Background: an optimization exercise with open tools, aiming at small area and a short achievable clock period. Do not read the settings as production practice.
Only simulation tests tie the RTL to the original design; equivalence was not proved.
Power and IR drop assume default switching activity.

--- config.mk ---
export PLATFORM = sky130hd
export DESIGN_NAME = tcpStream
export DESIGN_NICKNAME = tcpStream
export VERILOG_FILES = /design/flow/design.v
export SDC_FILE = /design/flow/constraint.sdc
export NUM_CORES = 4
export LEC_CHECK = 0
export ABC_CLOCK_PERIOD_IN_PS = 2200
export CAP_MARGIN = 20
export CORE_MARGIN = 2
export CORE_UTILIZATION = 40
export CTS_BUF_LIST = sky130_fd_sc_hd__clkbuf_16
export CTS_CLUSTER_DIAMETER = 120
export CTS_CLUSTER_SIZE = 24
export PLACE_DENSITY = 0.6
export SETUP_SLACK_MARGIN = 3.3
export SLEW_MARGIN = 20
--- constraint.sdc ---
create_clock -name core_clock -period 5.5 [get_ports {CLOCK}]
set_input_delay 1.1000 -clock core_clock [delete_from_list [all_inputs] [get_ports {CLOCK}]]
set_output_delay 1.1000 -clock core_clock [all_outputs]
set_load 0.01 [all_outputs]
--- design.v ---
`default_nettype none
package tcpStreamPkg;
	typedef logic [7:0]  byteT;
	typedef logic [31:0] ipAddrT;
	typedef logic [15:0] portT;
	typedef logic [31:0] seqNumT;
	typedef logic [15:0] lenT;
	typedef logic [5:0]  cntT;
	localparam byteT ETH_TYPE_IPV4_HI = 8'h08;
	localparam byteT ETH_TYPE_IPV4_LO = 8'h00;
	localparam byteT ETH_TYPE_VLAN_HI = 8'h81;
	localparam lenT        IP_TCP_MIN_HDR = 16'd40;	 
	localparam logic [3:0] MIN_HDR_WORDS  = 4'd5;	 
	localparam cntT MAC_BYTES      = 6'd12;	 
	localparam cntT VLAN_BYTES     = 6'd3;	 
	localparam cntT IP_FIXED_BYTES = 6'd20;
	localparam cntT TCP_PORT_BYTES = 6'd4;
	localparam cntT TCP_SEQ_BYTES  = 6'd4;
	localparam cntT TCP_ACK_BYTES  = 6'd4;
	localparam cntT TCP_REST_BYTES = 6'd6;	 
	localparam cntT IP_LEN_HI_POS = 6'd2;
	localparam cntT IP_LEN_LO_POS = 6'd3;
	localparam cntT IP_PROTO_POS  = 6'd9;
	localparam cntT IP_SRC_POS    = 6'd12;
	localparam cntT IP_DST_POS    = 6'd16;
	typedef enum logic [7:0] {
		protoTcp   = 8'd6,
		protoOther = 8'hff	 
	} ipProtoT;
	typedef enum logic [5:0] {
		stIdle,
		stMac,
		stEthTypeHi,
		stEthTypeLo,
		stVlan,
		stIpFixed,
		stIpOpt,
		stTcpPorts,
		stTcpSeq,
		stTcpAck,
		stTcpOffset,
		stTcpFlags,
		stTcpRest,
		stTcpOpt,
		stPayload
	} parseStateT;
endpackage
`default_nettype wire
`timescale 1ns/1ps
`default_nettype none
import tcpStreamPkg::*;
module frameParser (
	input  wire                  CLOCK,
	input  wire                  rst,
	input  wire                  newPkt,
	input  wire                  byteIn,		 
	input  wire tcpStreamPkg::byteT   data,
	input  wire                  isVlanHi,	 
	input  wire                  isIpv4Hi,
	input  wire                  isIpv4Lo,
	input  wire                  isTcp,
	input  wire tcpStreamPkg::ipAddrT srcIp,
	input  wire tcpStreamPkg::ipAddrT dstIp,
	input  wire tcpStreamPkg::portT   srcPort,
	input  wire tcpStreamPkg::portT   dstPort,
	output logic                 payNext,	 
	output logic                 payFirst,
	output logic                 segValid,
	output tcpStreamPkg::seqNumT segSeq,
	output logic                 segSyn,
	output tcpStreamPkg::lenT    segLen
);
	logic sMac, sEthHi, sEthLo, sVlan, sIpFixed, sIpOpt, sTcpPorts, sTcpSeq;
	logic sTcpAck, sTcpOffset, sTcpFlags, sTcpRest, sTcpOpt, sPayload;
	tcpStreamPkg::cntT    left;		 
	tcpStreamPkg::cntT    leftLoad;
	logic                 fieldLast;
	logic                 hdrDone;
	logic [3:0]           ihl;
	logic [3:0]           dataOff;
	logic                 ipTcp;
	tcpStreamPkg::seqNumT seqReg;
	logic                 synFlag;
	logic                 match;		 
	logic                 firstFlag;
	tcpStreamPkg::lenT    payLeft;
	logic [8:0]           payLenLo;	 
	logic [3:0]           hdrWords;
	logic                 hiBorrow;	 
	logic                 loZero;		 
	logic                 payLast;		 
	logic                 payNonZero;	 
	tcpStreamPkg::byteT   cmpByte;
	logic [11:0]          cmpSel;		 
	tcpStreamPkg::byteT   cmpNext;
	logic                 cmpIn;
	logic ihlLow, ihlMin, ihlOpt, offMin, offOpt;
	assign ihlLow = ihl < MIN_HDR_WORDS;
	assign ihlMin = ihl == MIN_HDR_WORDS;
	assign ihlOpt = ihl > MIN_HDR_WORDS;
	assign offMin = dataOff == MIN_HDR_WORDS;
	assign offOpt = dataOff > MIN_HDR_WORDS;
	assign fieldLast = left == '0;
	assign hdrDone = byteIn && fieldLast && ((sTcpRest && offMin) || sTcpOpt);
	assign payFirst = firstFlag;
	assign segValid = !rst && hdrDone && match;
	assign segSeq   = seqReg;
	assign segSyn   = synFlag;
	assign segLen   = payLeft;	 
	assign hdrWords = sTcpOffset ? ihl : dataOff;
	assign payLenLo = {1'b0, payLeft[7:0]} - {3'b000, hdrWords, 2'b00};
	assign leftLoad =
		({6{sEthHi && isVlanHi}}              & (VLAN_BYTES - 1'b1)) |
		({6{sEthLo}}                          & (IP_FIXED_BYTES - 1'b1)) |
		({6{sIpFixed && ihlOpt}}              & {4'(ihl - 4'd6), 2'b11}) |
		({6{(sIpFixed && !ihlOpt) || sIpOpt || sTcpPorts || sTcpSeq}} & (TCP_SEQ_BYTES - 1'b1)) |
		({6{sTcpFlags}}                       & (TCP_REST_BYTES - 1'b1)) |
		({6{sTcpRest}}                        & {4'(dataOff - 4'd6), 2'b11});
	assign payNext = !rst && !newPkt &&
		(byteIn ? (hdrDone && match && payNonZero) || (sPayload && !payLast) : sPayload);
	always_ff @(posedge CLOCK) begin
		if (rst) begin
			{sMac, sEthHi, sEthLo, sVlan, sIpFixed, sIpOpt, sTcpPorts, sTcpSeq} <= '0;
			{sTcpAck, sTcpOffset, sTcpFlags, sTcpRest, sTcpOpt, sPayload} <= '0;
			match     <= 1'b0;
			firstFlag <= 1'b0;
		end else if (newPkt) begin
			{sMac, sEthHi, sEthLo, sVlan, sIpFixed, sIpOpt, sTcpPorts, sTcpSeq} <= 8'b1000_0000;
			{sTcpAck, sTcpOffset, sTcpFlags, sTcpRest, sTcpOpt, sPayload} <= '0;
			match <= 1'b1;
		end else if (byteIn) begin
			sMac       <= sMac && !fieldLast;
			sEthHi     <= (sMac || sVlan) && fieldLast;
			sVlan      <= (sEthHi && isVlanHi) || (sVlan && !fieldLast);
			sEthLo     <= sEthHi && !isVlanHi && isIpv4Hi;
			sIpFixed   <= (sEthLo && isIpv4Lo) || (sIpFixed && !fieldLast);
			sIpOpt     <= (sIpFixed && fieldLast && ihlOpt) || (sIpOpt && !fieldLast);
			sTcpPorts  <= (((sIpFixed && ihlMin) || sIpOpt) && fieldLast && ipTcp) ||
				(sTcpPorts && !fieldLast);
			sTcpSeq    <= (sTcpPorts && fieldLast) || (sTcpSeq && !fieldLast);
			sTcpAck    <= (sTcpSeq && fieldLast) || (sTcpAck && !fieldLast);
			sTcpOffset <= sTcpAck && fieldLast;
			sTcpFlags  <= sTcpOffset;
			sTcpRest   <= sTcpFlags || (sTcpRest && !fieldLast);
			sTcpOpt    <= (sTcpRest && fieldLast && offOpt) || (sTcpOpt && !fieldLast);
			sPayload   <= payNext;
			if (cmpIn && data != cmpByte)
				match <= 1'b0;
			if (hdrDone && match && payNonZero)
				firstFlag <= 1'b1;
			else if (sPayload)
				firstFlag <= 1'b0;
		end
	end
	always_ff @(posedge CLOCK) begin
		if (newPkt)
			left <= MAC_BYTES - 1'b1;
		else if (byteIn)
			left <= fieldLast ? leftLoad : left - 1'b1;
	end
	assign cmpIn = byteIn && ((sIpFixed && left <= IP_FIXED_BYTES - 1'b1 - IP_SRC_POS) || sTcpPorts);
	logic [95:0] sessBytes;
	assign sessBytes = {srcIp, dstIp, srcPort, dstPort};
	always_comb begin
		cmpNext = '0;
		for (int i = 1; i < 12; i++)
			cmpNext = cmpNext | (sessBytes[95 - 8 * i -: 8] & {8{cmpSel[i]}});
	end
	always_ff @(posedge CLOCK) begin
		if (newPkt) begin
			cmpByte <= sessBytes[95:88];
			cmpSel  <= 12'b0000_0000_0010;
		end else if (cmpIn) begin
			cmpByte <= cmpNext;
			cmpSel  <= {cmpSel[10:0], 1'b0};
		end
	end
	always_ff @(posedge CLOCK) begin
		if (byteIn) begin
			if (sIpFixed && left == IP_FIXED_BYTES - 1'b1)
				ihl <= data[3:0];
			if (sIpFixed && left == IP_FIXED_BYTES - 1'b1 - IP_PROTO_POS)
				ipTcp <= isTcp;
			if (sTcpSeq)
				seqReg <= {seqReg[23:0], data};	 
			if (sTcpOffset)
				dataOff <= data[7:4];
			if (sTcpFlags)
				synFlag <= data[1];
		end
	end
	always_ff @(posedge CLOCK) begin
		if (hiBorrow)
			payLeft[15:8] <= payLeft[15:8] - 1'b1;
		hiBorrow <= 1'b0;
		if (byteIn) begin
			if (sPayload) begin
				payLeft[7:0] <= payLeft[7:0] - 1'b1;
				if (loZero) payLeft[15:8] <= payLeft[15:8] - 1'b1;
			end else if (sIpFixed && left == IP_FIXED_BYTES - 1'b1 - IP_LEN_HI_POS)
				payLeft[15:8] <= data;
			else if (sIpFixed && left == IP_FIXED_BYTES - 1'b1 - IP_LEN_LO_POS)
				payLeft[7:0] <= data;
			else if (sTcpOffset || sTcpFlags) begin
				payLeft[7:0] <= payLenLo[7:0];
				hiBorrow     <= payLenLo[8];
			end
		end
		loZero     <= (byteIn && sPayload) ? payLeft[7:0] == 8'd1 : payLeft[7:0] == 8'd0;
		payLast    <= (byteIn && sPayload) ? payLeft == 16'd2 : payLeft == 16'd1;
		payNonZero <= payLeft != '0;
	end
endmodule
`default_nettype wire
`timescale 1ns/1ps
`default_nettype none
module payloadFifo #(
	parameter int fifoDepth = 64
) (
	input  wire                CLOCK,
	input  wire                rst,
	input  wire                payValidNext,	 
	input  wire tcpStreamPkg::byteT payData,
	input  wire                payFirst,
	input  wire                outReady,
	output logic               outValid,
	output tcpStreamPkg::byteT outData,
	output logic               outFirst,
	output logic               dropped
);
	localparam int tailDepth = 63;
	logic [8:0] tail [tailDepth];
	logic [8:0] head;
	logic [8:0] din;
	logic [8:0] snd;
	logic [7:0] sndHi;	 
	logic [7:0] sndLo;	 
	logic       empty;	 
	logic       one;	 
	logic       full;	 
	logic payValid;
	logic doWrite;		 
	logic fullNext;
	logic doRead;
	logic inc;
	logic dec;
	assign din     = {payFirst, payData};
	assign doRead  = !empty && outReady;
	assign inc     = doWrite && !doRead;
	assign dec     = doRead && !doWrite;
	assign {outFirst, outData} = head;
	always_comb begin
		snd = '0;
		for (int i = 0; i < tailDepth; i++)
			snd = snd | (tail[i] & {9{sndHi[i / 8] && sndLo[i % 8]}});
	end
	always_ff @(posedge CLOCK) begin
		if (doWrite) begin
			tail[0] <= din;
			for (int i = 1; i < tailDepth; i++)
				tail[i] <= tail[i-1];
		end
	end
	logic headDin;
	logic headSnd;
	logic headHold;
	assign headDin  = doWrite && (empty || (doRead && one));
	assign headSnd  = doRead && !headDin;
	assign headHold = !doRead && !headDin;
	always_ff @(posedge CLOCK) begin
		head <= ({9{headDin}} & din) | ({9{headSnd}} & snd) | ({9{headHold}} & head);
	end
	assign fullNext = rst ? 1'b0 :
		inc ? sndHi[7] && sndLo[5] :	 
		dec ? 1'b0 : full;
	always_ff @(posedge CLOCK) begin
		payValid <= payValidNext;
		doWrite  <= payValidNext && !fullNext;
		full     <= fullNext;
	end
	always_ff @(posedge CLOCK) begin
		if (rst) begin
			sndHi    <= 8'b1000_0000;	 
			sndLo    <= 8'b0100_0000;
			outValid <= 1'b0;
			empty    <= 1'b1;
			one      <= 1'b0;
			dropped  <= 1'b0;
		end else begin
			outValid <= inc || (dec ? !one : !empty);
			if (inc) begin
				sndLo    <= {sndLo[6:0], sndLo[7]};
				if (sndLo[7]) sndHi <= {sndHi[6:0], sndHi[7]};
				empty    <= 1'b0;
				one      <= empty;
			end
			if (dec) begin
				sndLo    <= {sndLo[0], sndLo[7:1]};
				if (sndLo[0]) sndHi <= {sndHi[0], sndHi[7:1]};
				empty    <= one;
				one      <= sndHi[0] && sndLo[0];	 
			end
			if (payValid && full)
				dropped <= 1'b1;
		end
	end
endmodule
`default_nettype wire
`timescale 1ns/1ps
`default_nettype none
import tcpStreamPkg::*;
module seqTracker (
	input  wire                 CLOCK,
	input  wire                 rst,
	input  wire                 segValid,
	input  wire tcpStreamPkg::seqNumT segSeq,
	input  wire                 segSyn,
	input  wire tcpStreamPkg::lenT    segLen,
	output logic                gapped
);
	tcpStreamPkg::seqNumT expSeq;		 
	logic   synSeen;
	logic   seqMiss;
	logic [3:0] pend;		 
	logic   carry0;		 
	logic   carry1;		 
	logic   carry;
	logic [8:0] sumLo;
	logic [8:0] sumHi;
	assign sumLo = segSyn ? 9'(segSeq[7:0]) + 9'd1 : 9'(segSeq[7:0]) + 9'(segLen[7:0]);
	assign sumHi = segSyn ? {1'b0, segSeq[15:8]}   : 9'(segSeq[15:8]) + 9'(segLen[15:8]);
	always_ff @(posedge CLOCK) begin
		seqMiss <= segSeq != expSeq;
		pend    <= {pend[2:0], segValid};
		if (pend[0]) begin	 
			{carry0, expSeq[7:0]}  <= sumLo;
			{carry1, expSeq[15:8]} <= sumHi;
		end
		if (pend[1]) begin
			expSeq[15:8] <= expSeq[15:8] + 8'(carry0);
			carry        <= carry1 || (carry0 && expSeq[15:8] == 8'hff);
		end
		if (pend[2])
			{carry, expSeq[23:16]} <= 9'(segSeq[23:16]) + 9'(carry);
		if (pend[3])
			expSeq[31:24]          <= segSeq[31:24] + 8'(carry);
	end
	always_ff @(posedge CLOCK) begin
		if (rst) begin
			synSeen <= 1'b0;
			gapped  <= 1'b0;
		end else if (segValid) begin
			if (segSyn) begin
				synSeen <= 1'b1;
				gapped  <= 1'b0;
			end else begin
				gapped <= synSeen && seqMiss;
			end
		end
	end
endmodule
`default_nettype wire
`timescale 1ns/1ps
`default_nettype none
import tcpStreamPkg::*;
module tcpStream #(
	parameter int fifoDepth = 64
) (
	input  wire                  CLOCK,
	input  wire                  rst,
	input  wire                  newPkt,
	input  wire                  dataValid,
	input  wire tcpStreamPkg::byteT   data,
	input  wire tcpStreamPkg::ipAddrT srcIp,
	input  wire tcpStreamPkg::portT   srcPort,
	input  wire tcpStreamPkg::ipAddrT dstIp,
	input  wire tcpStreamPkg::portT   dstPort,
	input  wire                  outReady,
	output logic                 outValid,
	output tcpStreamPkg::byteT   outData,
	output logic                 outFirst,
	output logic                 dropped,
	output logic                 gapped
);
	logic               rstQ;
	logic               newPktQ;
	logic               byteInQ;	 
	tcpStreamPkg::byteT dataQ;
	logic               isVlanHiQ;
	logic               isIpv4HiQ;
	logic               isIpv4LoQ;
	logic               isTcpQ;
	always_ff @(posedge CLOCK) begin
		rstQ      <= rst;
		newPktQ   <= newPkt;
		byteInQ   <= dataValid && !newPkt;
		dataQ     <= data;
		isVlanHiQ <= data == ETH_TYPE_VLAN_HI;
		isIpv4HiQ <= data == ETH_TYPE_IPV4_HI;
		isIpv4LoQ <= data == ETH_TYPE_IPV4_LO;
		isTcpQ    <= data == 8'(protoTcp);
	end
	logic   payNext;
	logic   payValidNext;	 
	logic   payFirst;
	assign payValidNext = !rst && dataValid && !newPkt && payNext;
	logic   segValid;
	tcpStreamPkg::seqNumT segSeq;
	logic   segSyn;
	tcpStreamPkg::lenT    segLen;
	frameParser frameParser_i (
		.CLOCK(CLOCK), .rst(rstQ),
		.newPkt(newPktQ), .byteIn(byteInQ), .data(dataQ),
		.isVlanHi(isVlanHiQ), .isIpv4Hi(isIpv4HiQ), .isIpv4Lo(isIpv4LoQ), .isTcp(isTcpQ),
		.srcIp(srcIp), .dstIp(dstIp), .srcPort(srcPort), .dstPort(dstPort),
		.payNext(payNext), .payFirst(payFirst),
		.segValid(segValid), .segSeq(segSeq), .segSyn(segSyn), .segLen(segLen)
	);
	payloadFifo #(.fifoDepth(fifoDepth)) payloadFifo_i (
		.CLOCK(CLOCK), .rst(rst),
		.payValidNext(payValidNext), .payData(dataQ), .payFirst(payFirst),
		.outReady(outReady), .outValid(outValid), .outData(outData),
		.outFirst(outFirst), .dropped(dropped)
	);
	seqTracker seqTracker_i (
		.CLOCK(CLOCK), .rst(rst),
		.segValid(segValid), .segSeq(segSeq), .segSyn(segSyn), .segLen(segLen),
		.gapped(gapped)
	);
endmodule
`default_nettype wire
--- flow/run.sh ---
#!/bin/bash
# The standard layout, with plain buffers on the ports in place of the
# delay buffers that buffer_ports picks by default. Every port still gets
# its own buffer.
set -euo pipefail
export BUFFER_PORTS_ARGS="-buffer_cell sky130_fd_sc_hd__buf_1"
bash standard.sh > standard.log 2>&1
--- standard.sh ---
#!/bin/bash
# synth_recipe.tcl (not shown) runs the flow's synth.tcl, then flattens the netlist and writes it again
# the make line also repeats each setting of config.mk as NAME=value (left out here)
make -C /OpenROAD-flow-scripts/flow DESIGN_CONFIG=/design/flow/config.mk WORK_HOME=/design/flow/orfs CLKGATE_MAP_FILE= SYNTH_SCRIPT=/design/flow/synth_recipe.tcl "${@:-finish}"
==> results of run 1 <==
-- layout make-up --
cell class,count,area (sq um),share of cell area
sequential,759,21900,0.645
multi-input combinational,1196,8340,0.246
inverter,34,139,0.00409
clock buffer,38,951,0.0280
timing repair buffer,186,1260,0.0372
tap,978,1220,0.0360
clock inverter,27,138,0.00405
-- synth_stat cells, drive strengths merged (8+ instances only) --
master,number
clkbuf,99
a22oi,196
and3,8
dfxtp,99
edfxtp,660
a21oi,90
nor3,23
buf,32
nor2b,14
o22a,15
nand3,96
a221oi,23
inv,30
a31oi,9
a311oi,11
nor2,114
o21ai,25
nand4,40
xor2,20
o22ai,14
nand2,132
xnor2,73
mux2i,24
a222oi,18
a22o,86
ha,37
nor4,11
nand2b,12
a211oi,16
-- how the worst max path moves through the flow --
stage                                  startpoint                       to  slack (ns)  depth (start not counted)
final                       payloadFifo_i.head[8]                 outFirst        3.28                          1
after global placement                   outReady    payloadFifo_i.head[3]        2.54                          8
after global routing      frameParser_i.seqReg[9]  seqTracker_i.expSeq[15]        3.15                          7
after detailed placement                 outReady   payloadFifo_i.sndLo[7]        2.55                          8
after CTS                   payloadFifo_i.head[8]                 outFirst        3.24                          1
after floorplan             payloadFifo_i.doWrite   payloadFifo_i.sndHi[6]       -0.22                          6
-- kinds of logic (layout without fill, tap and decap cells) --
family                   count (synthesis)  after routing  share of synthesized area
buffers and inverters                  165            285                     0.0211
AO/OA/AOI/OAI                          552            552                      0.134
adder cells (fa/ha/maj)                 40             40                     0.0172
multiplexers                            27             27                    0.00899
XOR/XNOR                                93             93                     0.0267
AND/OR/NAND/NOR                        484            484                     0.0765
flip-flops                             759            759                      0.715
-- layer usage --
metal | share of wire | track usage | wire, um
met1 | 0.43 | 0.284 | 34500
met3 | 0.087 | 0.0365 | 7040
met4 | 0.021 | 0.0499 | 1720
met2 | 0.46 | 0.316 | 37400
met5 | 0 | 0 | 0
-- registers in the layout, indices dropped and copies added (netlist names), 9 cells and up, named ones only --
name                   cells
frameParser_i.cmpSel      11
payloadFifo_i.head         9
seqTracker_i.expSeq       32
frameParser_i.payLeft     16
frameParser_i.seqReg      32
payloadFifo_i.tail       567
-- what timing repair did --
action / 4_1_cts / 5_1_grt
hold endpoints to repair: 0 / 0
gates resized for setup: 92 / 58
endpoints found under the setup margin: 466 / 59
pin swaps: 0 / 17
buffers inserted: 19 / 18
-- power groups by stage --
stage,logic (W),registers (W),clock network (W)
after global routing,0.000208,0.00625,0.00335
final,0.000190,0.00625,0.00308
after detailed placement,0.000157,0.00637,0
after global placement,0.000155,0.00637,0
after floorplan,0.0000740,0.00635,0
after CTS,0.000188,0.00625,0.00317
-- metrics by stage --
stage          total power, W   util  setup TNS [ns]  hold WS (ns)  cells
3_3_place_gp          0.00653  0.422               0         0.393   3116
3_5_place_dp          0.00653  0.422               0         0.393   3116
5_1_grt               0.00981  0.448               0         0.431   3218
6_report              0.00952  0.448               0         0.412   3218
4_1_cts               0.00961  0.443               0         0.416   3200
2_1_floorplan         0.00642      -           -2.89         0.329   2120
==> metrics.cfg, run 1 <==
[sta]
tightest_slew_ns = 1.19
rsz0062_at_grt = yes
skew_ns = 0.0345
slew_violations = 0
maxSlewHeadroom = 0.210
period_needed_ns = 2.22
finalCritPeriodShare = 0.403
hold_viol_final = 0
max_freq_mhz = 451
setup_viol_count_final = 0
worst_slack_ns = 3.28

[critical_path]
cp-end-kind = output pin
reg2reg_slack_ns = 3.32
path_buf_inv = 1
r2r_start = payloadFifo_i.sndHi[0]
path_max_fanout = 2
critPathKind = flip-flop to output pin
cp-start-kind = flip-flop
critPathArrivalTime_ns = 1.12
required_ns = 4.40
path_delay_family = flip-flops
critPathSlowestCell = dfxtp_4
reg2regPathDepth = 7
cp_cell_sequence = buf_6
critical-path-max-stage-delay_ns = 0.40
r2r-end = payloadFifo_i.head[7]

[global_route]
antenna_found_initial = 1
grt_pass1_wl_mm = 119
grt_max_degree = 195
overflow = 0
grt_usage = 0.199
grt_pass1_vias = 19100

[routing]
drt-vias-per-instance = 6.10
detail-route-antenna-nets = 0
firstDrtPassIters = 7
routed_wl_mm = 80.7
drcViolationCount = 0
vias = 19600
drt_iter0_drc = 2625
routedWlPerCell_um = 25.1

[cts]
ctsHoldBuffers = 0
clkTransAtPathRegs_ns = 0.10
cts_buffers = 37
clk_latency_ns = 0.60
htree_levels = 2
cts_tree = yes
clock_path_buffers = 3
clock-sinks = 759
clockRootBuffer = clkbuf_16

[worst_hold_path]
hold_start = isTcpQ
min_path_cells = 0
hold_class = flip-flop to flip-flop
min_to = frameParser_i.ipTcp

[cells_and_area]
diodes = 0
layout-drive-gt1-share = 0.0955
fillCellCount = 6664
area_delta_synth_final_pct = 11.4
final_cell_mix = edfxtp_1, a22oi_1, nand2_1, nor2_1, buf_1
design_area_sq_mm = 0.0339
final_common_cell = edfxtp_1
final_nets = 2363

[die]
die_w_um = 280
ios = 121
rows = 101
core_area_sq_mm = 0.0757
die_y_um = 280
dieArea_sq_mm = 0.0784
initial_utilization = 0.403

[pwr]
p_leak_nw = 10.8
seqPwrFrac = 0.656
ir_drop_mv = 0.177
clock_power_share = 0.324
comb_power_share = 0.020
cellPowerDensity_mw_per_mm2 = 280
p_switching_w = 0.00195
swShare = 0.205
cellInternalPower_w = 0.00757

[placement]
place.gp.congestion = 0.944
dp_hpwl_mm = 48.4
placed_cell_area_sq_mm = 0.0319
io_buffers = 120
pre_cts_ws_ns = 2.55

[logic_synthesis]
synth-edff-count = 660
synth_cell_types = 71
ys.flop_type = edfxtp_1
seq_area_frac_synth = 0.715
synth-seq-cells = 759
postSynthAreaPerCell_sq_um = 14.4
ys_warn_count = 5
ys_top_cells_by_area = edfxtp_1, dfxtp_1, a22oi_1
async_flop_share = 0
syn_area_sq_mm = 0.0305
synth_fp_nets = 2269
yosysTopAreaCellShare = 0.650
syn_inst = 2120
synth_area_leader_cell = edfxtp_1

[run]
max_cap_violations = 0

[outcome]
outcome = timing/DRC/antenna clean

==> run 2: changes to the inputs <==
==> config.mk (replaced) <==
export PLATFORM = sky130hd
export DESIGN_NAME = tcpStream
export DESIGN_NICKNAME = tcpStream
export VERILOG_FILES = /design/flow/design.v
export SDC_FILE = /design/flow/constraint.sdc
export NUM_CORES = 4
export LEC_CHECK = 0
export ABC_CLOCK_PERIOD_IN_PS = 3000
export CAP_MARGIN = 20
export CORE_MARGIN = 2
export CORE_UTILIZATION = 55
export CTS_BUF_LIST = sky130_fd_sc_hd__clkbuf_16
export CTS_CLUSTER_DIAMETER = 120
export CTS_CLUSTER_SIZE = 24
export PLACE_DENSITY = 0.7
export SETUP_SLACK_MARGIN = 3.3
export SLEW_MARGIN = 20
==> run 2 against run 1 <==
Effect of this change: maximum frequency grew 0.53%; clock skew shrank 0.019 ns; global-route usage grew 6.5 points; clock power shrank 4%; die area shrank 27%; highest routed layer unchanged.
==> metrics.cfg, run 2 <==
[routing]
firstDrtPassIters = 8  ; +1
detail-route-antenna-nets = 0  ; unchanged
routedWlPerCell_um = 25.8  ; +3.1%
routed_wl_mm = 77.3  ; -4.2%
drt-vias-per-instance = 6.59  ; +8.0%
drcViolationCount = 0  ; unchanged
drt_iter0_drc = 2760  ; +5.1%
vias = 19700  ; +0.45%

[pwr]
p_leak_nw = 10.8  ; +0.17%
ir_drop_mv = 0.222  ; +25%
cellPowerDensity_mw_per_mm2 = 280  ; -0.17%
p_total_w = 0.00940  ; -1.3%

[logic_synthesis]
synth_fp_nets = 2269  ; unchanged
synthMuxAreaShare = 0.00899  ; unchanged
ys_warn_count = 5  ; unchanged
ys_top_cells_by_area = edfxtp_1, dfxtp_1, a22oi_1
synth-edff-count = 660  ; unchanged
synth-seq-cells = 759  ; unchanged
synth_top_family_by_area = compound AO/OA/AOI/OAI gates
syn_area_sq_mm = 0.0305  ; unchanged
postSynthAreaPerCell_sq_um = 14.4  ; unchanged
yosysMostFrequentCell = edfxtp_1
synth_area_leader_cell = edfxtp_1
synth_cell_types = 71  ; unchanged
synth_xor_area_frac = 0.0267  ; unchanged
yosysTopAreaCellShare = 0.650  ; unchanged
yosys.area_share.adder = 0.0172  ; unchanged
seq_area_frac_synth = 0.715  ; unchanged
async_flop_share = 0  ; unchanged
syn_inst = 2120  ; unchanged
ys.flop_type = edfxtp_1
synthSimpleGateAreaFrac = 0.0765  ; unchanged
synth_commonest_cells = edfxtp_1, a22oi_1, nand2_1, nor2_1
synth_compound_area_frac = 0.134  ; unchanged

[sta]
period_needed_ns = 2.20  ; -0.0117 ns
hold_viol_final = 0  ; unchanged
slew_violations = 0  ; unchanged
finalCritPeriodShare = 0.401  ; -0.00213
fin_hold_ws_ns = 0.423  ; +0.0110 ns
tightest_slew_ns = 1.06  ; -0.122 ns
rsz0062_at_grt = yes
skew_ns = 0.0150  ; -0.0194 ns
max_freq_mhz = 454  ; +0.53%
maxSlewHeadroom = 0.291  ; +0.0813
setup_viol_count_final = 0  ; unchanged

[cells_and_area]
largest_register_ffs = 567  ; unchanged
multi_input_area_sq_mm = 0.00827  ; -0.78%
layout-drive-gt1-share = 0.0944  ; -0.00110
fillCellCount = 4132  ; -38%
top_regs = payloadFifo_i.tail (567), frameParser_i.seqReg (32), seqTracker_i.expSeq (32)
diodes = 0  ; unchanged
final_cell_mix = edfxtp_1, a22oi_1, nand2_1, nor2_1, buf_1
final_common_cell = edfxtp_1
largest-register = payloadFifo_i.tail
area_delta_synth_final_pct = 10.1
final_nets = 2369  ; +0.25%
register_area_sq_mm = 0.0219  ; about the same

[critical_path]
cp-end-kind = output pin
path_max_fanout = 2  ; unchanged
cp_cell_sequence = buf_6
path_delay_family = flip-flops
critPathSlowestCell = dfxtp_4
path_buf_inv = 1  ; unchanged
cp-start-kind = flip-flop
critical-path-max-stage-delay_ns = 0.40  ; about the same
critPathKind = flip-flop to output pin
critPathArrivalTime_ns = 1.10  ; -0.02 ns
reg2reg_slack_ns = 3.34  ; +0.02 ns
required_ns = 4.40  ; about the same

[cts]
clockRootBuffer = clkbuf_16
clock-sinks = 759  ; unchanged
ctsHoldBuffers = 0  ; unchanged
clkTransAtPathRegs_ns = 0.10  ; about the same
clock_path_buffers = 3  ; unchanged
clk_latency_ns = 0.58  ; -0.02 ns
htree_levels = 2  ; unchanged
cts_tree = yes
cts_buffers = 37  ; unchanged

[global_route]
overflow = 0  ; unchanged
grt_usage = 0.265  ; +0.0654
grt_max_degree = 218  ; +12%
grt_pass1_vias = 19200  ; +0.81%
grt_pass1_wl_mm = 115  ; -4.1%
antenna_found_initial = 1  ; unchanged

[outcome]
outcome = timing/DRC/antenna clean

[placement]
io_buffers = 120  ; unchanged
dp_hpwl_mm = 46.5  ; -4.0%
place.gp.congestion = 0.912  ; -3.5%

[die]
initial_utilization = 0.554  ; +0.152
core_area_sq_mm = 0.0550  ; -27%
rows = 86  ; -15%
die_y_um = 239  ; -15%
die_w_um = 239  ; -15%
dieArea_sq_mm = 0.0573  ; -27%
ios = 121  ; unchanged

[run]
max_cap_violations = 0  ; unchanged

[worst_hold_path]
hold_class = flip-flop to flip-flop

## run 2: changes by cell type in the layout (fill, tap and decap cells not counted), sizes merged
cell,before,now
clkinv,5,3
inv,53,55
clkbuf,39,38
buf,185,191
## run 2: worst paths after layout
check | start | end | cells past startpoint
worst max-delay path | payloadFifo_i.head[6] | outData[6] | 1
worst min-delay path | isTcpQ | frameParser_i.ipTcp | 0
worst max register to register | frameParser_i.ihl[0] | frameParser_i.payLeft[6] | 9
worst min register to register | isTcpQ | frameParser_i.ipTcp | 0
## run 2: power breakdown
part           leakage, nW  switching [W]  internal [W]
Combinational         3.44      0.0000869     0.0000905
Clock                0.600        0.00173       0.00124
Sequential            6.75      0.0000545       0.00619
## run 2: through the flow
step	worst slack [ns]	instance area [sq um]	setup TNS [ns]	std cells	util
floorplan	-0.221	30600	-2.89	2120	-
global placement	2.63	31700	0	2885	0.576
detailed placement	2.50	31700	0	2885	0.576
CTS	3.28	33100	0	2969	0.602
global route	3.20	33600	0	2993	0.611
finish	3.30	33600	0	2993	0.611
## run 2: cells by family after synthesis
logic type	after synthesis
multiplexers	27
adder cells (fa/ha/maj)	40
flip-flops	759
AO/OA/AOI/OAI	552
buffers and inverters	165
AND/OR/NAND/NOR	484
XOR/XNOR	93
## run 2: cell type report
| cell class | count | area share |
|---|---|---|
| flip-flops and latches | 759 | 0.652 |
| multi-input cells | 1196 | 0.246 |
| repair buffers | 192 | 0.0384 |
| well taps | 748 | 0.0279 |
| clock buffers | 37 | 0.0276 |
| inverters | 34 | 0.00436 |
| clock inverters | 27 | 0.00324 |
## run 2: layer usage
metal  GRT usage  vias up  routed length (um)
met1       0.363     9783               30700
met4      0.0886        0                2320
li1            -     8543                   -
met5           0        -                   0
met3      0.0532      158                7960
met2       0.426     1242               36400
## run 2: timing repair
item	in CTS	in global routing
buffers inserted	20	23
endpoints found under the setup margin	564	167
pin swaps	4	15
gates resized for setup	81	56
==> run 3: changes to the inputs <==
--- a/config.mk
+++ b/config.mk
@@ -5,7 +5,7 @@
 export SDC_FILE = /design/flow/constraint.sdc
 export NUM_CORES = 4
 export LEC_CHECK = 0
-export ABC_CLOCK_PERIOD_IN_PS = 3000
+export ABC_CLOCK_PERIOD_IN_PS = 2100
 export CAP_MARGIN = 20
 export CORE_MARGIN = 2
 export CORE_UTILIZATION = 55
@@ -13,5 +13,5 @@
 export CTS_CLUSTER_DIAMETER = 120
 export CTS_CLUSTER_SIZE = 24
 export PLACE_DENSITY = 0.7
-export SETUP_SLACK_MARGIN = 3.3
+export SETUP_SLACK_MARGIN = 3.4
 export SLEW_MARGIN = 20
==> run 3 against run 2 <==
Effect of this change: final area is 0.95% higher; clock power is 3% higher; area after synthesis stayed put; register-to-register slack better by 0.02 ns; critical path depth stayed put; global-route usage is 0.17 points higher; synthesized cell count stayed put; largest power group unchanged; hold slack better by 0.0059 ns; non-clock buffer count is 15 higher; combinational power is 3% higher; die area stayed put.
==> metrics.cfg, run 3 <==
[logic_synthesis]
seq_area_frac_synth = 0.715  ; unchanged
synth_area_leader_cell = edfxtp_1
yosysTopAreaCellShare = 0.650  ; unchanged
synth_cell_types = 71  ; unchanged
synth_commonest_cells = edfxtp_1, a22oi_1, nand2_1, nor2_1
synth_fp_nets = 2269  ; unchanged
yosysMostFrequentCell = edfxtp_1
syn_area_sq_mm = 0.0305  ; unchanged
synth-edff-count = 660  ; unchanged
ys.flop_type = edfxtp_1
postSynthAreaPerCell_sq_um = 14.4  ; unchanged
ys_warn_count = 5  ; unchanged
ys_top_cells_by_area = edfxtp_1, dfxtp_1, a22oi_1
syn_inst = 2120  ; unchanged
synth-seq-cells = 759  ; unchanged
async_flop_share = 0  ; unchanged

[sta]
max_freq_mhz = 453  ; about the same
hold_viol_final = 0  ; unchanged
setup_viol_count_final = 0  ; unchanged
skew_ns = 0.0315  ; +0.0165 ns
tightest_slew_ns = 0.955  ; -0.109 ns
slew_violations = 0  ; unchanged
finalCritPeriodShare = 0.401  ; about the same
period_needed_ns = 2.21  ; +0.00172 ns
rsz0062_at_grt = yes
maxSlewHeadroom = 0.363  ; +0.0725
worst_slack_ns = 3.29  ; -0.00172 ns

[critical_path]
path_max_fanout = 2  ; unchanged
critPathKind = flip-flop to output pin
path_depth = 1  ; unchanged
path_delay_family = flip-flops
cp-end-kind = output pin
path_buf_inv = 1  ; unchanged
critPathArrivalTime_ns = 1.11  ; about the same
cp-start-kind = flip-flop
critPathSlowestCell = dfxtp_4
reg2regPathDepth = 8  ; -1
r2r-end = frameParser_i.payLeft[7]
reg2reg_slack_ns = 3.36  ; +0.02 ns
critical-path-max-stage-delay_ns = 0.40  ; about the same
required_ns = 4.40  ; about the same
r2r_start = frameParser_i.ihl[1]
cp_cell_sequence = buf_6
critPathLaunch = payloadFifo_i.head[7]

[worst_hold_path]
hold_start = isTcpQ
hold_class = flip-flop to flip-flop
min_to = frameParser_i.ipTcp
min_path_cells = 0  ; unchanged

[global_route]
overflow = 0  ; unchanged
grt_pass1_vias = 19200  ; +0.010%
grt_pass1_wl_mm = 115  ; +0.34%
grt_usage = 0.266  ; +0.00170
antenna_found_initial = 2  ; +1
grt_max_degree = 166  ; -24%

[placement]
pre_cts_ws_ns = 2.50  ; +0.00146 ns
place_inst = 2884  ; -0.035%
place.gp.congestion = 0.886  ; -2.9%
io_buffers = 120  ; unchanged
dp_hpwl_mm = 47.5  ; +2.0%

[run]
max_cap_violations = 0  ; unchanged

[routing]
routedWlPerCell_um = 25.9  ; +0.23%
firstDrtPassIters = 6  ; -2
drt_iter0_drc = 2808  ; +1.7%
drcViolationCount = 0  ; unchanged
routed_wl_mm = 78.0  ; +0.86%
drt-vias-per-instance = 6.61  ; +0.29%
vias = 19900  ; +0.93%
detail-route-antenna-nets = 0  ; unchanged

[cts]
clkTransAtPathRegs_ns = 0.10  ; about the same
cts_buffers = 37  ; unchanged
clock-sinks = 759  ; unchanged
cts_tree = yes
htree_levels = 2  ; unchanged
clock_path_buffers = 3  ; unchanged
ctsHoldBuffers = 0  ; unchanged
clockRootBuffer = clkbuf_16
clk_latency_ns = 0.61  ; +0.03 ns

[cells_and_area]
final_nets = 2384  ; +0.63%
largest_register_ffs = 567  ; unchanged
largest-register = payloadFifo_i.tail
final_common_cell = edfxtp_1
final_cell_mix = edfxtp_1, a22oi_1, nand2_1, nor2_1, buf_1
stdcell_count = 3012  ; +0.63%
multi_input_area_sq_mm = 0.00838  ; +1.3%
layout-drive-gt1-share = 0.110  ; +0.0156
top_regs = payloadFifo_i.tail (567), frameParser_i.seqReg (32), seqTracker_i.expSeq (32)
fillCellCount = 4073  ; -1.4%
finish.utilization = 0.616  ; +0.00580
area_delta_synth_final_pct = 11.2
register_area_sq_mm = 0.0219  ; about the same

[pwr]
p_leak_nw = 10.9  ; +1.0%
ir_drop_mv = 0.258  ; +16%
cellPowerDensity_mw_per_mm2 = 280  ; +0.16%

[die]
core_area_sq_mm = 0.0550  ; unchanged
rows = 86  ; unchanged
die_y_um = 239  ; unchanged
die_w_um = 239  ; unchanged
dieArea_sq_mm = 0.0573  ; unchanged
ios = 121  ; unchanged
initial_utilization = 0.554  ; unchanged

[outcome]
outcome = timing/DRC/antenna clean

run 3: cell families (layout without fill, tap and decap cells):
family                     after synthesis  in the layout  share of synthesized area
AOI/OAI and AO/OA                      552            552                      0.134
xor gates and xnor gates                93             93                     0.0267
adders and majority gates               40             40                     0.0172
buffers and inverters                  165            308                     0.0211
DFF                                    759            759                      0.715
muxes                                   27             27                    0.00899
other                                    0              1                          0
and+or+nand+nor                        484            484                     0.0765
run 3: layer usage:
layer  up-vias  routed length (um)  GRT usage
li1       8586                   -          -
met1      9864               30800      0.365
met2      1256               36800      0.431
met3       203                7600     0.0477
met4         0                2760     0.0964
met5         -                   0          0
run 3: worst max path at each step:
stage / to / slack, ns
finish: outData[7] / 3.29
detailed placement: payloadFifo_i.head[3] / 2.50
global placement: payloadFifo_i.head[3] / 2.59
global route: frameParser_i.payLeft[6] / 3.23
floorplan: payloadFifo_i.sndHi[6] / -0.22
CTS: outData[3] / 3.27
run 3: what timing repair did:
item	4_1_cts	5_1_grt
endpoints found under the hold margin	0	0
buffers inserted	27	33
resized for setup	105	57
endpoints found under the setup margin	440	124
pin swaps	5	23
run 3: per-stage QoR:
stage	area [sq um]	hold slack, ns	setup TNS, ns	power (W)
finish	33900	0.429	0	0.00950
global route	33900	0.438	0	0.00975
CTS	33300	0.429	0	0.00955
detailed placement	31700	0.406	0	0.00652
global placement	31700	0.402	0	0.00651
floorplan	30600	0.329	-2.89	0.00642
run 3: layout make-up:
type,instances,area share
Inverter,34,0.00436
Sequential cell,759,0.646
Tap cell,748,0.0276
Clock inverter,28,0.00347
Antenna cell,1,0.0000738
Multi-Input combinational cell,1196,0.247
Clock buffer,39,0.0288
Timing Repair Buffer,207,0.0422
run 3: power by group:
group,switching [W],internal (W)
Sequential,0.0000534,0.00619
Combinational,0.0000863,0.0000965
Clock,0.00177,0.00130
==> run 4: changes to the inputs <==
==> config.mk (replaced) <==
export PLATFORM = sky130hd
export DESIGN_NAME = tcpStream
export DESIGN_NICKNAME = tcpStream
export VERILOG_FILES = /design/flow/design.v
export SDC_FILE = /design/flow/constraint.sdc
export NUM_CORES = 4
export LEC_CHECK = 0
export ABC_CLOCK_PERIOD_IN_PS = 2200
export CAP_MARGIN = 20
export CORE_MARGIN = 2
export CORE_UTILIZATION = 55
export CTS_BUF_LIST = sky130_fd_sc_hd__clkbuf_16
export CTS_CLUSTER_DIAMETER = 120
export CTS_CLUSTER_SIZE = 24
export PLACE_DENSITY = 0.8
export SETUP_SLACK_MARGIN = 3.3
export SLEW_MARGIN = 20
==> run 4 against run 3 <==
Effect of this change: routed wire length about the same; first-iteration DRC count up 32%; area after synthesis unchanged; core utilization down 0.080 points; largest power group unchanged; synthesized cell count unchanged; worst setup slack worse by 0.041 ns; power about the same; sequential power about the same.
==> metrics.cfg, run 4 <==
[sta]
maxSlewHeadroom = 0.335  ; -0.0284
tightest_slew_ns = 0.998  ; +0.0426 ns
slew_violations = 0  ; unchanged
fin_tns_setup_ns = 0  ; unchanged
setup_viol_count_final = 0  ; unchanged
finalCritPeriodShare = 0.408  ; +0.00749
skew_ns = 0.0293  ; -0.00219 ns
period_needed_ns = 2.25  ; +0.0412 ns
worst_slack_ns = 3.25  ; -0.0412 ns
max_freq_mhz = 445  ; -1.8%
rsz0062_at_grt = yes
hold_viol_final = 0  ; unchanged

[cells_and_area]
area_delta_synth_final_pct = 11.1
finish.utilization = 0.616  ; -0.000797
design_area_sq_mm = 0.0338  ; -0.13%
largest_register_ffs = 567  ; unchanged
top_regs = payloadFifo_i.tail (567), frameParser_i.seqReg (32), seqTracker_i.expSeq (32)
layout-drive-gt1-share = 0.103  ; -0.00702
final_nets = 2382  ; -0.084%
final_common_cell = edfxtp_1
final_cell_mix = edfxtp_1, a22oi_1, nand2_1, nor2_1, buf_1
diodes = 0  ; -1
fillCellCount = 3861  ; -5.2%
largest-register = payloadFifo_i.tail

[pwr]
comb_power_share = 0.019  ; about the same
seqPwrFrac = 0.658  ; about the same
swShare = 0.202  ; +0.00167
p_total_w = 0.00950  ; about the same
clock_power_share = 0.323  ; about the same
ir_drop_mv = 0.218  ; -16%
cellInternalPower_w = 0.00757  ; -0.25%
cellPowerDensity_mw_per_mm2 = 281  ; about the same
p_switching_w = 0.00192  ; +0.79%
p_leak_nw = 10.9  ; +0.11%

[logic_synthesis]
synth_fp_nets = 2269  ; unchanged
yosysTopAreaCellShare = 0.650  ; unchanged
synth_area_leader_cell = edfxtp_1
synth-seq-cells = 759  ; unchanged
syn_inst = 2120  ; unchanged
synth_cell_types = 71  ; unchanged
ys_warn_count = 5  ; unchanged
synth_commonest_cells = edfxtp_1, a22oi_1, nand2_1, nor2_1
yosysMostFrequentCell = edfxtp_1
syn_area_sq_mm = 0.0305  ; unchanged
seq_area_frac_synth = 0.715  ; unchanged
ys_top_cells_by_area = edfxtp_1, dfxtp_1, a22oi_1
postSynthAreaPerCell_sq_um = 14.4  ; unchanged
synth-edff-count = 660  ; unchanged
ys.flop_type = edfxtp_1
async_flop_share = 0  ; unchanged

[critical_path]
critical-path-max-stage-delay_ns = 0.73  ; +0.33 ns
reg2regPathDepth = 5  ; -3
endpoint = payloadFifo_i.head[6]
cp-end-kind = flip-flop
required_ns = 6.04  ; +1.64 ns
r2r_start = payloadFifo_i.doWrite
critPathSlowestCell = o21ai_1
critPathArrivalTime_ns = 2.78  ; +1.67 ns
cp-start-kind = flip-flop
r2r-end = payloadFifo_i.head[6]
path_depth = 5  ; +4
critPathKind = flip-flop to flip-flop
path_max_fanout = 42  ; +40
cp_cell_sequence = inv_1 -> o21ai_1 -> a311oi_1 -> and4_1 -> a31oi_1
path_delay_family = compound AO/OA/AOI/OAI gates
reg2reg_slack_ns = 3.25  ; -0.11 ns
path_buf_inv = 1  ; unchanged
critPathLaunch = payloadFifo_i.doWrite

[routing]
detail-route-antenna-nets = 0  ; unchanged
drt_iter0_drc = 3703  ; +32%
routed_wl_mm = 78.0  ; about the same
drt-vias-per-instance = 6.78  ; +2.6%
routedWlPerCell_um = 25.9  ; +0.14%
vias = 20400  ; +2.5%
drcViolationCount = 0  ; unchanged
firstDrtPassIters = 9  ; +3

[die]
die_w_um = 239  ; unchanged
ios = 121  ; unchanged
dieArea_sq_mm = 0.0573  ; unchanged
initial_utilization = 0.554  ; unchanged
rows = 86  ; unchanged
core_area_sq_mm = 0.0550  ; unchanged
die_y_um = 239  ; unchanged

[cts]
clockRootBuffer = clkbuf_16
clock_path_buffers = 3  ; unchanged
cts_tree = yes
clock-sinks = 759  ; unchanged
clk_latency_ns = 0.62  ; about the same
clkTransAtPathRegs_ns = 0.10  ; about the same
htree_levels = 2  ; unchanged
cts_buffers = 37  ; unchanged

[placement]
io_buffers = 120  ; unchanged
pre_cts_ws_ns = 2.59  ; +0.0872 ns
dp_hpwl_mm = 46.1  ; -2.8%
place.gp.congestion = 0.918  ; +3.7%
placed_cell_area_sq_mm = 0.0316  ; -0.13%

[global_route]
grt_pass1_vias = 19200  ; -0.068%
antenna_found_initial = 1  ; -1
grt_pass1_wl_mm = 113  ; -1.5%
grt_max_degree = 180  ; +8.4%
grt_usage = 0.261  ; -0.00594
overflow = 0  ; unchanged

[run]
max_cap_violations = 0  ; unchanged

[outcome]
outcome = timing/DRC/antenna clean

[worst_hold_path]
hold_class = flip-flop to flip-flop

## run 4: cell counts after synthesis
No cell type changed its count.
## run 4: layout make-up
type,instances,area [sq um],share of cell area
Sequential cell,759,21900,0.647
Multi-Input combinational cell,1196,8310,0.245
Timing Repair Buffer,205,1460,0.0430
Clock buffer,38,951,0.0281
Tap cell,748,936,0.0277
Clock inverter,30,149,0.00440
Inverter,34,149,0.00440
## run 4: worst reg2reg max path, delay by kind of cell, from the launching register on
| kind | cells | cell delay, ns |
|---|---|---|
| buffers and inverters | 1 | 0.20 |
| and+or+nand+nor | 1 | 0.23 |
| DFF | 1 | 0.72 |
| AOI/OAI and AO/OA | 3 | 1.03 |
## run 4: power groups by stage
stage	combinational (W)	sequential (W)	clock [W]
floorplan	0.0000740	0.00635	0
global placement	0.000143	0.00637	0
detailed placement	0.000147	0.00637	0
CTS	0.000177	0.00625	0.00308
global route	0.000198	0.00625	0.00327
finish	0.000182	0.00625	0.00307
## run 4: per-stage QoR
step                      hold WS [ns]  cells
after global placement           0.390   2882
after floorplan                  0.329   2120
after detailed placement         0.391   2882
after global routing             0.434   3010
final                            0.412   3010
after CTS                        0.413   2965
## run 4: logic make-up (layout without fill, tap and decap cells)
| logic type | after synthesis | in the layout | share of synthesized area |
|---|---|---|---|
| multiplexers | 27 | 27 | 0.00899 |
| adder cells (fa/ha/maj) | 40 | 40 | 0.0172 |
| buffers and inverters | 165 | 307 | 0.0211 |
| XOR/XNOR | 93 | 93 | 0.0267 |
| AO/OA/AOI/OAI | 552 | 552 | 0.134 |
| AND/OR/NAND/NOR | 484 | 484 | 0.0765 |
| flip-flops | 759 | 759 | 0.715 |
## run 4: how the worst min path moves through the flow
stage | from | end | cells past startpoint | slack (ns)
detailed placement | isTcpQ | frameParser_i.ipTcp | 0 | 0.39
global placement | isTcpQ | frameParser_i.ipTcp | 0 | 0.39
finish | isTcpQ | frameParser_i.ipTcp | 0 | 0.41
CTS | isTcpQ | frameParser_i.ipTcp | 0 | 0.41
global route | isTcpQ | frameParser_i.ipTcp | 0 | 0.43
floorplan | seqTracker_i.pend[1] | seqTracker_i.pend[2] | 0 | 0.33
## run 4: timing repair
item / in CTS / in global routing
pin swaps: 1 / 17
gates cloned: 1 / 1
hold buffers: 0 / 0
buffers inserted: 14 / 44
endpoints found under the setup margin: 355 / 347
gates resized for setup: 107 / 60
## run 4: metal layers
| layer | global-route usage | up-vias | part of all wire |
|---|---|---|---|
| met4 | 0.0930 | 2 | 0.036 |
| met3 | 0.0509 | 237 | 0.12 |
| met2 | 0.418 | 1646 | 0.47 |
| met1 | 0.357 | 9951 | 0.37 |
| met5 | 0 | - | 0.00019 |
| li1 | - | 8578 | - |
==> run 5: changes to the inputs <==
--- a/config.mk
+++ b/config.mk
@@ -12,6 +12,7 @@
 export CTS_BUF_LIST = sky130_fd_sc_hd__clkbuf_16
 export CTS_CLUSTER_DIAMETER = 120
 export CTS_CLUSTER_SIZE = 24
-export PLACE_DENSITY = 0.8
+export GPL_ROUTABILITY_DRIVEN = 0
+export PLACE_DENSITY = 0.7
 export SETUP_SLACK_MARGIN = 3.3
 export SLEW_MARGIN = 20
==> run 5 against run 4 <==
Effect of this change: worst setup slack better by 0.043 ns; via count down 3.4%; synthesized cell count unchanged; clock power down 3%; count of clock-buffer cells in the layout down 1; sequential power about the same; routed wire length down 0.93%; combinational power down 3%; sequential share of layout area up 0.50 points; cell count down 0.56%; final area down 0.81%; power down 1.1%.
==> metrics.cfg, run 5 <==
[outcome]
outcome = timing/DRC/antenna clean

[worst_hold_path]
hold_class = flip-flop to flip-flop

[logic_synthesis]
ys_warn_count = 5  ; unchanged
synth_fp_nets = 2269  ; unchanged
synth_cell_types = 71  ; unchanged
ys_top_cells_by_area = edfxtp_1, dfxtp_1, a22oi_1
synth_commonest_cells = edfxtp_1, a22oi_1, nand2_1, nor2_1
ys.flop_type = edfxtp_1
seq_area_frac_synth = 0.715  ; unchanged
syn_inst = 2120  ; unchanged
synth-edff-count = 660  ; unchanged
yosysTopAreaCellShare = 0.650  ; unchanged
yosysMostFrequentCell = edfxtp_1
syn_area_sq_mm = 0.0305  ; unchanged
async_flop_share = 0  ; unchanged
synth_area_leader_cell = edfxtp_1
postSynthAreaPerCell_sq_um = 14.4  ; unchanged
synth-seq-cells = 759  ; unchanged

[pwr]
ir_drop_mv = 0.222  ; +1.8%
comb_power_share = 0.019  ; about the same
clock_power_share = 0.316  ; -0.007
swShare = 0.199  ; -0.00324
cellInternalPower_w = 0.00752  ; -0.66%
cellPowerDensity_mw_per_mm2 = 280  ; -0.25%
p_switching_w = 0.00187  ; -2.6%
p_leak_nw = 10.8  ; -1.1%
seqPwrFrac = 0.665  ; +0.007

[sta]
max_freq_mhz = 454  ; +1.9%
slew_violations = 0  ; unchanged
fin_hold_ws_ns = 0.423  ; +0.0107 ns
rsz0062_at_grt = yes
setup_viol_count_final = 0  ; unchanged
period_needed_ns = 2.20  ; -0.0429 ns
hold_viol_final = 0  ; unchanged
maxSlewHeadroom = 0.291  ; -0.0441
worst_slack_ns = 3.30  ; +0.0429 ns
skew_ns = 0.0150  ; -0.0143 ns
tightest_slew_ns = 1.06  ; +0.0662 ns
finalCritPeriodShare = 0.401  ; -0.00781

[global_route]
grt_pass1_wl_mm = 115  ; +1.2%
grt_max_degree = 218  ; +21%
grt_usage = 0.265  ; +0.00424
antenna_found_initial = 1  ; unchanged
overflow = 0  ; unchanged
grt_pass1_vias = 19200  ; +0.057%

[cells_and_area]
diodes = 0  ; unchanged
register_area_sq_mm = 0.0219  ; about the same
fillCellCount = 4132  ; +7.0%
top_regs = payloadFifo_i.tail (567), frameParser_i.seqReg (32), seqTracker_i.expSeq (32)
final_cell_mix = edfxtp_1, a22oi_1, nand2_1, nor2_1, buf_1
layout-drive-gt1-share = 0.0944  ; -0.00857
final_common_cell = edfxtp_1
multi_input_area_sq_mm = 0.00827  ; -0.39%
final_nets = 2369  ; -0.55%
largest-register = payloadFifo_i.tail
area_delta_synth_final_pct = 10.1
largest_register_ffs = 567  ; unchanged

[critical_path]
cp-end-kind = output pin
critical-path-max-stage-delay_ns = 0.40  ; -0.33 ns
reg2reg_slack_ns = 3.34  ; +0.09 ns
critPathArrivalTime_ns = 1.10  ; -1.68 ns
path_max_fanout = 2  ; -95%
path_buf_inv = 1  ; unchanged
critPathKind = flip-flop to output pin
required_ns = 4.40  ; -1.64 ns
critPathSlowestCell = dfxtp_4
path_delay_family = flip-flops
cp-start-kind = flip-flop
cp_cell_sequence = buf_6

[die]
die_w_um = 239  ; unchanged
rows = 86  ; unchanged
initial_utilization = 0.554  ; unchanged
dieArea_sq_mm = 0.0573  ; unchanged
core_area_sq_mm = 0.0550  ; unchanged
ios = 121  ; unchanged
die_y_um = 239  ; unchanged

[cts]
cts_buffers = 37  ; unchanged
clock_path_buffers = 3  ; unchanged
clock-sinks = 759  ; unchanged
htree_levels = 2  ; unchanged
cts_tree = yes
clk_latency_ns = 0.58  ; -0.04 ns
clockRootBuffer = clkbuf_16
clkTransAtPathRegs_ns = 0.10  ; about the same

[routing]
firstDrtPassIters = 8  ; -1
routed_wl_mm = 77.3  ; -0.93%
drt_iter0_drc = 2760  ; -25%
detail-route-antenna-nets = 0  ; unchanged
vias = 19700  ; -3.4%
drcViolationCount = 0  ; unchanged
routedWlPerCell_um = 25.8  ; -0.37%
drt-vias-per-instance = 6.59  ; -2.8%

[placement]
pre_cts_ws_ns = 2.50  ; -0.0886 ns
dp_hpwl_mm = 46.5  ; +0.88%
io_buffers = 120  ; unchanged

[run]
max_cap_violations = 0  ; unchanged

[run 5: cell families (layout without fill, tap and decap cells)]
| group | Yosys count | count (layout) | share of synthesized area |
|---|---|---|---|
| flip-flops | 759 | 759 | 0.715 |
| AO/OA/AOI/OAI | 552 | 552 | 0.134 |
| AND/OR/NAND/NOR | 484 | 484 | 0.0765 |
| buffers and inverters | 165 | 290 | 0.0211 |
| XOR/XNOR | 93 | 93 | 0.0267 |
| adder cells (fa/ha/maj) | 40 | 40 | 0.0172 |
| multiplexers | 27 | 27 | 0.00899 |
[run 5: final cells by class]
class	instances	share of cell area
multi-input combinational	1196	0.246
clock buffer	37	0.0276
inverter	34	0.00436
tap	748	0.0279
sequential	759	0.652
clock inverter	27	0.00324
timing repair buffer	192	0.0384
[run 5: power by group through the flow]
stage | clock network (W) | registers, W | logic [W]
2_1_floorplan | 0 | 0.00635 | 0.0000740
3_3_place_gp | 0 | 0.00637 | 0.000145
3_5_place_dp | 0 | 0.00637 | 0.000149
4_1_cts | 0.00303 | 0.00624 | 0.000175
5_1_grt | 0.00322 | 0.00625 | 0.000193
6_report | 0.00297 | 0.00625 | 0.000177
[run 5: what timing repair did]
action / in CTS / in global routing
gates resized for setup: 81 / 56
gates cloned: 0 / 0
hold buffers: 0 / 0
setup endpoints to repair: 564 / 167
pin swaps: 4 / 15
setup buffers: 20 / 23
[run 5: per-stage QoR]
stage                     setup TNS (ns)  cells  total power, W   util  area [sq um]
final                                  0   2993         0.00940  0.611         33600
after global routing                   0   2993         0.00966  0.611         33600
after CTS                              0   2969         0.00945  0.602         33100
after detailed placement               0   2885         0.00652  0.576         31700
after global placement                 0   2885         0.00652  0.576         31700
after floorplan                    -2.89   2120         0.00642      -         30600
[run 5: layer usage]
metal  vias up  part of all wire  track usage
li1       8543                 -            -
met4         0             0.030       0.0886
met5         -                 0            0
met2      1242              0.47        0.426
met3       158              0.10       0.0532
met1      9783              0.40        0.363
[run 5: path summary, 6_finish.rpt]
kind	from	to	cells after the start
worst min-delay path	isTcpQ	frameParser_i.ipTcp	0
worst max register to register	frameParser_i.ihl[0]	frameParser_i.payLeft[6]	9
worst min register to register	isTcpQ	frameParser_i.ipTcp	0
worst max-delay path	payloadFifo_i.head[6]	outData[6]	1
==> run 6: changes to the inputs <==
--- a/config.mk
+++ b/config.mk
@@ -12,7 +12,6 @@
 export CTS_BUF_LIST = sky130_fd_sc_hd__clkbuf_16
 export CTS_CLUSTER_DIAMETER = 120
 export CTS_CLUSTER_SIZE = 24
-export GPL_ROUTABILITY_DRIVEN = 0
 export PLACE_DENSITY = 0.7
 export SETUP_SLACK_MARGIN = 3.3
 export SLEW_MARGIN = 20
==> run 6 against run 5 <==
Effect of this change: combinational power is essentially flat; worst setup slack is the same; critical path type unchanged; sequential share of layout area is the same; power is the same; final area is the same; synthesized cell count is the same; largest power group unchanged; global-route usage is the same; clock power is essentially flat; area after synthesis is the same.
==> metrics.cfg, run 6 <==
[critical_path]
cp-start-kind = flip-flop
r2r_start = frameParser_i.ihl[0]
critPathKind = flip-flop to output pin
path_delay_family = flip-flops
critPathSlowestCell = dfxtp_4
reg2regPathDepth = 9  ; unchanged
critPathArrivalTime_ns = 1.10  ; about the same
required_ns = 4.40  ; about the same
path_buf_inv = 1  ; unchanged
r2r-end = frameParser_i.payLeft[6]
cp-end-kind = output pin
critPathLaunch = payloadFifo_i.head[6]
reg2reg_slack_ns = 3.34  ; about the same
path_max_fanout = 2  ; unchanged
critical-path-max-stage-delay_ns = 0.40  ; about the same
cp_cell_sequence = buf_6

[sta]
finalCritPeriodShare = 0.401  ; unchanged
rsz0062_at_grt = yes
slew_violations = 0  ; unchanged
tightest_slew_ns = 1.06  ; unchanged
setup_viol_count_final = 0  ; unchanged
skew_ns = 0.0150  ; unchanged
period_needed_ns = 2.20  ; unchanged
hold_viol_final = 0  ; unchanged
max_freq_mhz = 454  ; unchanged
maxSlewHeadroom = 0.291  ; unchanged

[logic_synthesis]
ys_top_cells_by_area = edfxtp_1, dfxtp_1, a22oi_1
ys.flop_type = edfxtp_1
yosysTopAreaCellShare = 0.650  ; unchanged
synth-edff-count = 660  ; unchanged
synth_area_leader_cell = edfxtp_1
syn_inst = 2120  ; unchanged
seq_area_frac_synth = 0.715  ; unchanged
syn_area_sq_mm = 0.0305  ; unchanged
yosysMostFrequentCell = edfxtp_1
synth-seq-cells = 759  ; unchanged
synth_fp_nets = 2269  ; unchanged
synth_commonest_cells = edfxtp_1, a22oi_1, nand2_1, nor2_1
ys_warn_count = 5  ; unchanged
synth_cell_types = 71  ; unchanged
async_flop_share = 0  ; unchanged
postSynthAreaPerCell_sq_um = 14.4  ; unchanged

[placement]
io_buffers = 120  ; unchanged
place.gp.congestion = 0.912
dp_hpwl_mm = 46.5  ; unchanged
placed_cell_area_sq_mm = 0.0317  ; unchanged

[cts]
clock-sinks = 759  ; unchanged
cts_buffers = 37  ; unchanged
clkTransAtPathRegs_ns = 0.10  ; about the same
cts_tree = yes
clk_latency_ns = 0.58  ; about the same
clock_path_buffers = 3  ; unchanged
clockRootBuffer = clkbuf_16
htree_levels = 2  ; unchanged

[pwr]
swShare = 0.199  ; unchanged
cellInternalPower_w = 0.00752  ; unchanged
cellPowerDensity_mw_per_mm2 = 280  ; unchanged
seqPwrFrac = 0.665  ; about the same
p_switching_w = 0.00187  ; unchanged
p_leak_nw = 10.8  ; unchanged
clock_power_share = 0.316  ; about the same
ir_drop_mv = 0.222  ; unchanged
comb_power_share = 0.019  ; about the same

[cells_and_area]
finish.utilization = 0.611  ; unchanged
layout-drive-gt1-share = 0.0944  ; unchanged
design_area_sq_mm = 0.0336  ; unchanged
top_regs = payloadFifo_i.tail (567), frameParser_i.seqReg (32), seqTracker_i.expSeq (32)
largest_register_ffs = 567  ; unchanged
final_cell_mix = edfxtp_1, a22oi_1, nand2_1, nor2_1, buf_1
largest-register = payloadFifo_i.tail
area_delta_synth_final_pct = 10.1  ; unchanged
diodes = 0  ; unchanged
final_nets = 2369  ; unchanged
final_common_cell = edfxtp_1

[routing]
routedWlPerCell_um = 25.8  ; unchanged
drcViolationCount = 0  ; unchanged
detail-route-antenna-nets = 0  ; unchanged
firstDrtPassIters = 8  ; unchanged
vias = 19700  ; unchanged
drt-vias-per-instance = 6.59  ; unchanged
routed_wl_mm = 77.3  ; unchanged
drt_iter0_drc = 2760  ; unchanged

[die]
rows = 86  ; unchanged
ios = 121  ; unchanged
die_w_um = 239  ; unchanged
dieArea_sq_mm = 0.0573  ; unchanged
initial_utilization = 0.554  ; unchanged
die_y_um = 239  ; unchanged
core_area_sq_mm = 0.0550  ; unchanged

[outcome]
outcome = timing/DRC/antenna clean

[run]
max_cap_violations = 0  ; unchanged

[global_route]
grt_pass1_vias = 19200  ; unchanged
antenna_found_initial = 1  ; unchanged
grt_max_degree = 218  ; unchanged
grt_pass1_wl_mm = 115  ; unchanged
grt_usage = 0.265  ; unchanged
overflow = 0  ; unchanged

[worst_hold_path]
hold_class = flip-flop to flip-flop
min_to = frameParser_i.ipTcp
min_path_cells = 0  ; unchanged
hold_start = isTcpQ

[run 6: cell counts after synthesis]
No cell type changed its count.
[run 6: repair_timing]
action                     4_1_cts  5_1_grt
resized for setup               81       56
hold buffers                     0        0
setup endpoints to repair      564      167
setup buffers                   20       23
pin swaps                        4       15
[run 6: kinds of logic after synthesis]
logic type	Yosys count	synth area share
AO/OA/AOI/OAI	552	0.134
XOR/XNOR	93	0.0267
flip-flops	759	0.715
AND/OR/NAND/NOR	484	0.0765
buffers and inverters	165	0.0211
adder cells (fa/ha/maj)	40	0.0172
multiplexers	27	0.00899
[run 6: how the worst max path moves through the flow]
stage / endpoint / slack [ns] / cells after the start
floorplan: payloadFifo_i.sndHi[6] / -0.22 / 6
global placement: payloadFifo_i.sndLo[7] / 2.63 / 8
detailed placement: payloadFifo_i.sndLo[7] / 2.50 / 8
CTS: outData[6] / 3.28 / 1
global route: frameParser_i.payLeft[6] / 3.20 / 9
finish: outData[6] / 3.30 / 1
[run 6: cell type report]
type | instances | area [sq um]
clock inverters | 27 | 109
fillers | 4132 | 21400
well taps | 748 | 936
inverters | 34 | 146
repair buffers | 192 | 1290
multi-input cells | 1196 | 8270
clock buffers | 37 | 926
flip-flops and latches | 759 | 21900
[run 6: metrics by stage]
step	worst slack [ns]	TNS [ns]	std cells	hold slack (ns)	power, W
2_1_floorplan	-0.221	-2.89	2120	0.329	0.00642
3_3_place_gp	2.63	0	2885	0.402	0.00652
3_5_place_dp	2.50	0	2885	0.399	0.00652
4_1_cts	3.28	0	2969	0.422	0.00945
5_1_grt	3.20	0	2993	0.438	0.00966
6_report	3.30	0	2993	0.423	0.00940
[run 6: power by group through the flow]
stage          Combinational, W  Clock [W]  Sequential, W
4_1_cts                0.000175    0.00303        0.00624
5_1_grt                0.000193    0.00322        0.00625
2_1_floorplan         0.0000740          0        0.00635
3_3_place_gp           0.000145          0        0.00637
3_5_place_dp           0.000149          0        0.00637
6_report               0.000177    0.00297        0.00625
[run 6: routing by layer]
layer  vias up  global-route usage  share of wire
met4         0              0.0886          0.030
met5         -                   0              0
met2      1242               0.426           0.47
met1      9783               0.363           0.40
met3       158              0.0532           0.10
li1       8543                   -              -
[run 6: worst register-to-register path: cells and delay by family (launching register included)]
kind | cells | cell delay [ns]
AND/OR/NAND/NOR | 2 | 0.26
XOR/XNOR | 1 | 0.08
multiplexers | 2 | 0.43
AO/OA/AOI/OAI | 2 | 0.15
adder cells (fa/ha/maj) | 2 | 0.52
flip-flops | 1 | 0.44

re-timing with driven ports:
The flow's constraints put no driver on any port. The routed layouts listed below were extracted and timed again, unchanged, in two steps.
Step 1: set_driving_cell puts a clkbuf_16 on CLOCK and a buf_2 on each other input, an assumption about the parent block.
Step 2 moves the port delays by t, midway between the first and last clock arrival at a register: inputs arrive t later, outputs are due t later. That takes back most of the time a late clock gives input paths.
Slacks: ideal / step 1 / step 2; pairs: ideal / step 1.
run	t, ns	setup WS [ns]	slew at the worst register clock pin (ns)	cell pins on the clock port's net
run 1	0.651	3.285 / 3.220 / 2.687	0.10 / 0.10	1
run 2	0.635	3.296 / 3.236 / 2.799	0.10 / 0.10	1
run 3	0.648	3.295 / 3.237 / 2.855	0.10 / 0.10	1
run 4	0.664	3.253 / 3.209 / 2.545	0.11 / 0.11	1
run 5	0.635	3.296 / 3.236 / 2.799	0.10 / 0.10	1
run 6	0.635	3.296 / 3.236 / 2.799	0.10 / 0.10	1
After both steps every run listed still meets setup and hold. The setup slack of run 4, which loses most, moves by -0.044 ns with the drivers and by -0.708 ns with both steps.
